Background: an optimization exercise with open tools, aiming at small area, a short achievable clock period and few clock cycles per item. Do not read the settings as production practice. At most, simulation tests tie the RTL to the original design; equivalence was not proved. Power is estimated from default activity; no workload was simulated.

== job 991 ==
// mosaic_scroll_pixel_remap_core
module mosaic_scroll_pixel_remap_core (
    input  logic                 clk,
    input  logic                 rst_n,
    input  logic                 start,
    output logic                 busy,
    input  logic                 req_type,
    input  logic [8:0]           dest_x,
    input  logic [7:0]           dest_y,
    input  logic [4:0]           tile_size,
    input  logic [9:0]           cur_scroll_x,
    input  logic [9:0]           snap_scroll_x,
    input  logic [9:0]           cur_scroll_y,
    input  logic [9:0]           snap_scroll_y,
    input  logic                 track_scroll,
    input  logic [31:0]          pixel_in,
    output logic                 done,
    output logic                 write_enable,
    output logic [8:0]           source_x,
    output logic [7:0]           source_y,
    output logic [31:0]          pixel_out,
    input  logic                 cfg_we,
    input  logic [2:0]           cfg_index,
    input  logic [9:0]           cfg_data
);
Size in the first run: about 440 flip-flops, ~170 I/O pins, about 23000 µm² of cells after synthesis.
==> flow/config.mk <==
export PLATFORM = sky130hd
export DESIGN_NAME = mosaic_scroll_pixel_remap_core
export DESIGN_NICKNAME = mosaic_scroll_pixel_remap_core
export VERILOG_FILES = /design/flow/design.v
export SDC_FILE = /design/flow/constraint.sdc
export NUM_CORES = 4
export LEC_CHECK = 0
export ABC_AREA = 1
export CAP_MARGIN = 20
export CORE_MARGIN = 2
export CORE_UTILIZATION = 40
export SETUP_SLACK_MARGIN = 2.5
export SLEW_MARGIN = 20
==> flow/constraint.sdc <==
create_clock -name core_clock -period 5.5 [get_ports {clk}]
set_input_delay 1.1000 -clock core_clock [delete_from_list [all_inputs] [get_ports {clk}]]
set_output_delay 1.1000 -clock core_clock [all_outputs]
set_load 0.01 [all_outputs]
standard.sh (not shown) runs the stock make flow with config.mk's settings and CLKGATE_MAP_FILE= SYNTH_SCRIPT=/design/flow/synth_recipe.tcl, a recipe that flattens the netlist after the stock synthesis.
==> flow/flow/run.sh <==
#!/bin/bash
# The standard layout (the standard.sh, unchanged synthesis and steps),
# with two changes to how the layout is made:
#  - buffer_ports buffers every input and output port with
#    sky130_fd_sc_hd__buf_1 instead of the delay cell it picks by default;
#  - clock tree synthesis does not add dummy loads, and clusters up to 16 sinks per leaf buffer.
set -euo pipefail
export BUFFER_PORTS_ARGS="-buffer_cell sky130_fd_sc_hd__buf_1"
export CTS_ARGS="-sink_clustering_enable -repair_clock_nets -dont_use_dummy_load -sink_clustering_size 16 -sink_clustering_max_diameter 60 -buf_list {sky130_fd_sc_hd__clkbuf_8}"
bash standard.sh > standard_flow.log 2>&1
Job 991 completed end to end with timing, DRC and antenna clean.
> inputs changed (job 991 -> job 8676)
Settings: SETUP_SLACK_MARGIN: 2.5 -> 2.4.
[summary]
From job 991 to job 8676 the numbers moved as follows: non-clock buffer count fell 1, period utilization higher, met2 usage shows a reduction of 0.33 points, total CTS buffers shows a reduction of 3.
Compared with job 991, job 8676 shows a via count that is 89 lower.
Changes observed in job 8676 relative to job 991: via density per instance level, switching portion of total power neither gained nor lost much.
No functional check of the RTL was part of any run of this note.


Another version of the RTL of mosaic_scroll_pixel_remap_core (not shown whole).
Size: roughly 2600 cells after synthesis, about 430 flip-flops, ~22000 sq um of cells after synthesis.
clock: 5.5 ns
lec_check: 0
abc_area: 1
cap_margin: 20
core_margin: 2
core_utilization: 40
cts_buf_list: sky130_fd_sc_hd__clkbuf_4 sky130_fd_sc_hd__clkbuf_8
setup_slack_margin: 2.6
slew_margin: 20
==> flow/flow/run.sh <==
#!/bin/bash
# The standard layout (the standard.sh, unchanged synthesis and steps),
# except that buffer_ports uses sky130_fd_sc_hd__buf_1 for the port buffers
# instead of the delay cell it picks by default. Every port is still buffered.
set -euo pipefail
export BUFFER_PORTS_ARGS="-buffer_cell sky130_fd_sc_hd__buf_1"
bash standard.sh > standard_flow.log 2>&1
Testbench counts at the start, summed over its fixed seeds: cycles 13,184, items 12,800.
Rerun with:
Settings changed: CORE_UTILIZATION 40 to 60, SETUP_SLACK_MARGIN 2.6 to 2.3.
The changed run produced a clean layout.
Utilization climbs by 20 points.
Die area drops by 33%.
Maximum frequency stays flat.
Rerun with:
==> flow/flow/run.sh (replaced) <==
#!/bin/bash
# The standard layout (the standard.sh, unchanged synthesis and steps),
# with two changes to how the layout is made:
#  - buffer_ports buffers every input and output port with
#    sky130_fd_sc_hd__buf_1 instead of the delay cell it picks by default;
#  - clock tree synthesis does not add dummy loads, and clusters up to 16 sinks per leaf buffer.
set -euo pipefail
export BUFFER_PORTS_ARGS="-buffer_cell sky130_fd_sc_hd__buf_1"
export CTS_ARGS="-sink_clustering_enable -repair_clock_nets -dont_use_dummy_load -sink_clustering_size 16 -sink_clustering_max_diameter 60 -buf_list {sky130_fd_sc_hd__clkbuf_8}"
bash standard.sh > standard_flow.log 2>&1
Settings changed: CORE_UTILIZATION 60 to 40, CTS_BUF_LIST sky130_fd_sc_hd__clkbuf_4 sky130_fd_sc_hd__clkbuf_8 to default, SETUP_SLACK_MARGIN 2.3 to 2.15.
The new run finished clean.
Power fell by roughly a tenth.
Non-clock buffer count is lower by 23.
Final cell count came out higher by a few percent.
Die area is higher by well over a third.
Sequential share of layout area is higher by 1.5 points.
Worst setup slack is worse by 30 ps.
Clock power falls by well over a third.
Register-to-register slack is worse by 30 ps.
Rerun with:
--- a/flow/flow/run.sh
+++ b/flow/flow/run.sh
@@ -5,3 +5,4 @@
 #    sky130_fd_sc_hd__buf_1 instead of the delay cell it picks by default;
-#  - clock tree synthesis does not add dummy loads, and clusters up to 16 sinks per leaf buffer.
+#  - clock tree synthesis does not add dummy loads, and clusters up to 16 sinks per leaf buffer;
+#  - after global routing, cells off the critical paths are downsized (RECOVER_POWER).
 set -euo pipefail
@@ -9,2 +10,3 @@
 export CTS_ARGS="-sink_clustering_enable -repair_clock_nets -dont_use_dummy_load -sink_clustering_size 16 -sink_clustering_max_diameter 60 -buf_list {sky130_fd_sc_hd__clkbuf_8}"
+export RECOVER_POWER=100
 bash standard.sh > standard_flow.log 2>&1
Outcome: The new run reached the layout checks and failed them: max-capacitance violations, max-slew violations; hold slack is about the same; synthesized area does not change; total power goes down slightly; utilization goes down by 0.38 points; die area is unchanged; cell area goes down slightly.
Rerun with:
==> flow/flow/run.sh (replaced) <==
#!/bin/bash
# The standard layout (the standard.sh, unchanged synthesis and steps),
# with two changes to how the layout is made:
#  - buffer_ports buffers every input and output port with
#    sky130_fd_sc_hd__buf_1 instead of the delay cell it picks by default;
#  - clock tree synthesis does not add dummy loads, and clusters up to 16 sinks per leaf buffer.
set -euo pipefail
export BUFFER_PORTS_ARGS="-buffer_cell sky130_fd_sc_hd__buf_1"
export CTS_ARGS="-sink_clustering_enable -repair_clock_nets -dont_use_dummy_load -sink_clustering_size 16 -sink_clustering_max_diameter 60 -buf_list {sky130_fd_sc_hd__clkbuf_8}"
bash standard.sh > standard_flow.log 2>&1
Settings changed: GPL_TIMING_DRIVEN from default to 0.
Effect:
- With this change the flow finished clean
- cell area is higher by 1.8%
- setup slack improved by 800 ps
- clock skew is higher by 23 ps
- hold slack improved by 20 ps
- final cell count is higher by 0.98%
- sequential share of layout area is lower by 0.69 points
Rerun with:
==> flow/flow/run.sh (replaced) <==
#!/bin/bash
# The standard layout (the standard.sh, unchanged synthesis and steps),
# except that buffer_ports uses sky130_fd_sc_hd__buf_1 for the port buffers
# instead of the delay cell it picks by default. Every port is still buffered.
set -euo pipefail
export BUFFER_PORTS_ARGS="-buffer_cell sky130_fd_sc_hd__buf_1"
bash standard.sh > standard_flow.log 2>&1
Settings changed: CTS_BUF_LIST from default to sky130_fd_sc_hd__clkbuf_4 sky130_fd_sc_hd__clkbuf_8, GPL_TIMING_DRIVEN 0 to default, SETUP_SLACK_MARGIN 2.15 to 2.3.
Outcome: Cell area came out higher by 4.7%; final cell count came out higher by about 2%; non-clock buffer count came out lower by 18; total power came out higher by about 12%; via count came out higher by about 2%.


mosaic_scroll_pixel_remap_core again, from the RTL that the note above started with.
==> flow/config.mk <==
export PLATFORM = sky130hd
export DESIGN_NAME = mosaic_scroll_pixel_remap_core
export DESIGN_NICKNAME = mosaic_scroll_pixel_remap_core
export VERILOG_FILES = /design/flow/design.v
export SDC_FILE = /design/flow/constraint.sdc
export NUM_CORES = 4
export LEC_CHECK = 0
export ABC_AREA = 1
export CAP_MARGIN = 20
export CORE_MARGIN = 2
export CORE_UTILIZATION = 40
export SETUP_SLACK_MARGIN = 2.3
export SLEW_MARGIN = 20
==> flow/constraint.sdc <==
create_clock -name core_clock -period 5.5 [get_ports {clk}]
set_input_delay 1.1000 -clock core_clock [delete_from_list [all_inputs] [get_ports {clk}]]
set_output_delay 1.1000 -clock core_clock [all_outputs]
set_load 0.01 [all_outputs]
==> flow/flow/run.sh <==
#!/bin/bash
# The standard layout (the standard.sh, unchanged synthesis and steps),
# with two changes to how the layout is made:
#  - buffer_ports buffers every input and output port with
#    sky130_fd_sc_hd__buf_1 instead of the delay cell it picks by default;
#  - clock tree synthesis does not add dummy loads.
set -euo pipefail
export BUFFER_PORTS_ARGS="-buffer_cell sky130_fd_sc_hd__buf_1"
export CTS_ARGS="-sink_clustering_enable -repair_clock_nets -dont_use_dummy_load -buf_list {sky130_fd_sc_hd__clkbuf_4 sky130_fd_sc_hd__clkbuf_8}"
bash standard.sh > standard_flow.log 2>&1
The first run went through all stages and came out clean.
Testbench counts at the start, summed over its fixed seeds: cycles 13,184, items 12,800.
Rerun with:
==> flow/flow/run.sh (replaced) <==
#!/bin/bash
# The standard layout (the standard.sh, unchanged synthesis and steps),
# with two changes to how the layout is made:
#  - buffer_ports buffers every input and output port with
#    sky130_fd_sc_hd__buf_1 instead of the delay cell it picks by default;
#  - clock tree synthesis does not add dummy loads, and clusters up to 18 sinks per leaf buffer.
set -euo pipefail
export BUFFER_PORTS_ARGS="-buffer_cell sky130_fd_sc_hd__buf_1"
export CTS_ARGS="-sink_clustering_enable -repair_clock_nets -dont_use_dummy_load -sink_clustering_size 18 -sink_clustering_max_diameter 60 -buf_list {sky130_fd_sc_hd__clkbuf_8}"
bash standard.sh > standard_flow.log 2>&1
What happened:
- design area drops by 2.0%
- register-to-register slack loses 0.08 ns
- global-route usage drops by 0.26 points
- die area is unchanged
- synthesized cell count stays the same
- worst setup slack loses 0.069 ns
Rerun with:
==> flow/flow/run.sh (replaced) <==
#!/bin/bash
# The standard layout (the standard.sh, unchanged synthesis and steps),
# with two changes to how the layout is made:
#  - buffer_ports buffers every input and output port with
#    sky130_fd_sc_hd__buf_1 instead of the delay cell it picks by default;
#  - clock tree synthesis does not add dummy loads, and clusters up to 16 sinks per leaf buffer.
set -euo pipefail
export BUFFER_PORTS_ARGS="-buffer_cell sky130_fd_sc_hd__buf_1"
export CTS_ARGS="-sink_clustering_enable -repair_clock_nets -dont_use_dummy_load -sink_clustering_size 16 -sink_clustering_max_diameter 60 -buf_list {sky130_fd_sc_hd__clkbuf_8}"
bash standard.sh > standard_flow.log 2>&1
- CORE_UTILIZATION: 40 -> 50
- SETUP_SLACK_MARGIN: 2.3 -> 2.15
Effect: Worst setup slack got worse by 0.027 ns. Global-route usage climbs by 3.7 points. Power drops by 1.8%. Cell count drops by 3.5%. Maximum frequency drops by 0.82%. Via count drops by 1.5%. Clock power hardly moves. Core utilization climbs by 10 points. Routed wire length drops by 4.6%.
Rerun with:
- CORE_UTILIZATION: 50 -> 40
- SETUP_SLACK_MARGIN: 2.15 -> 2.0
The changed run produced a clean layout; core utilization is lower by 11 points; final area is about the same; total power barely changes; sequential share of layout area hardly moves; non-clock buffer count is lower by 13; die area is higher by 24%; wire length is higher by 4.0%.

[port drivers added, routing unchanged]
Ports are ideal in the flow. The routed layouts listed here were re-timed in OpenROAD.
Step 1, drivers: a clkbuf_16 drives clk and a buf_2 each remaining input, both assumed.
Step 2 adds t to the input delays and takes it off the output delays; t is the mean of the earliest and latest rising clock arrival at the registers after step 1. Input paths then give back, and output paths get back, about the clock's delay inside the block.
a / b / c = no drivers / after step 1 / after step 2; a / b = the first two.
run | t (ns) | setup WS [ns] | worst setup path after step 2 | latest minus earliest clock arrival (ns) | pins driven straight from the clock port
job 991 | 0.638 | 2.488 / 2.516 / 1.878 | input to register | 0.074 / 0.074 | 1
job 8676 | 0.644 | 2.459 / 2.459 / 1.894 | input to register | 0.062 / 0.062 | 1
the first run of note 2 | 0.670 | 2.337 / 2.337 / 1.745 | input to register | 0.024 / 0.024 | 1
the second run of note 2 | 0.624 | 2.337 / 2.337 / 1.780 | input to register | 0.032 / 0.032 | 1
the third run of note 2 | 0.639 | 2.307 / 2.307 / 1.739 | input to register | 0.061 / 0.060 | 1
the fourth run of note 2 | 0.641 | 1.478 / 1.478 / 1.471 | input, reset recovery | 0.059 / 0.059 | 1
the fifth run of note 2 | 0.625 | 2.275 / 2.275 / 1.730 | input to register | 0.097 / 0.097 | 1
the sixth run of note 2 | 0.664 | 2.293 / 2.293 / 1.718 | input to register | 0.042 / 0.042 | 1
the first run of note 3 | 0.639 | 2.332 / 2.343 / 1.719 | input to register | 0.059 / 0.059 | 1
the second run of note 3 | 0.640 | 2.262 / 2.262 / 1.737 | input to register | 0.068 / 0.068 | 1
the third run of note 3 | 0.605 | 2.236 / 2.236 / 1.707 | input to register | 0.038 / 0.038 | 1
the fourth run of note 3 | 0.629 | 2.127 / 2.127 / 1.629 | input to register | 0.063 / 0.063 | 1
For the first run of note 3, which loses most, drivers alone change the setup slack by +0.011 ns; drivers and shift together by -0.613 ns. The worst setup slack also covers recovery checks on asynchronous resets.
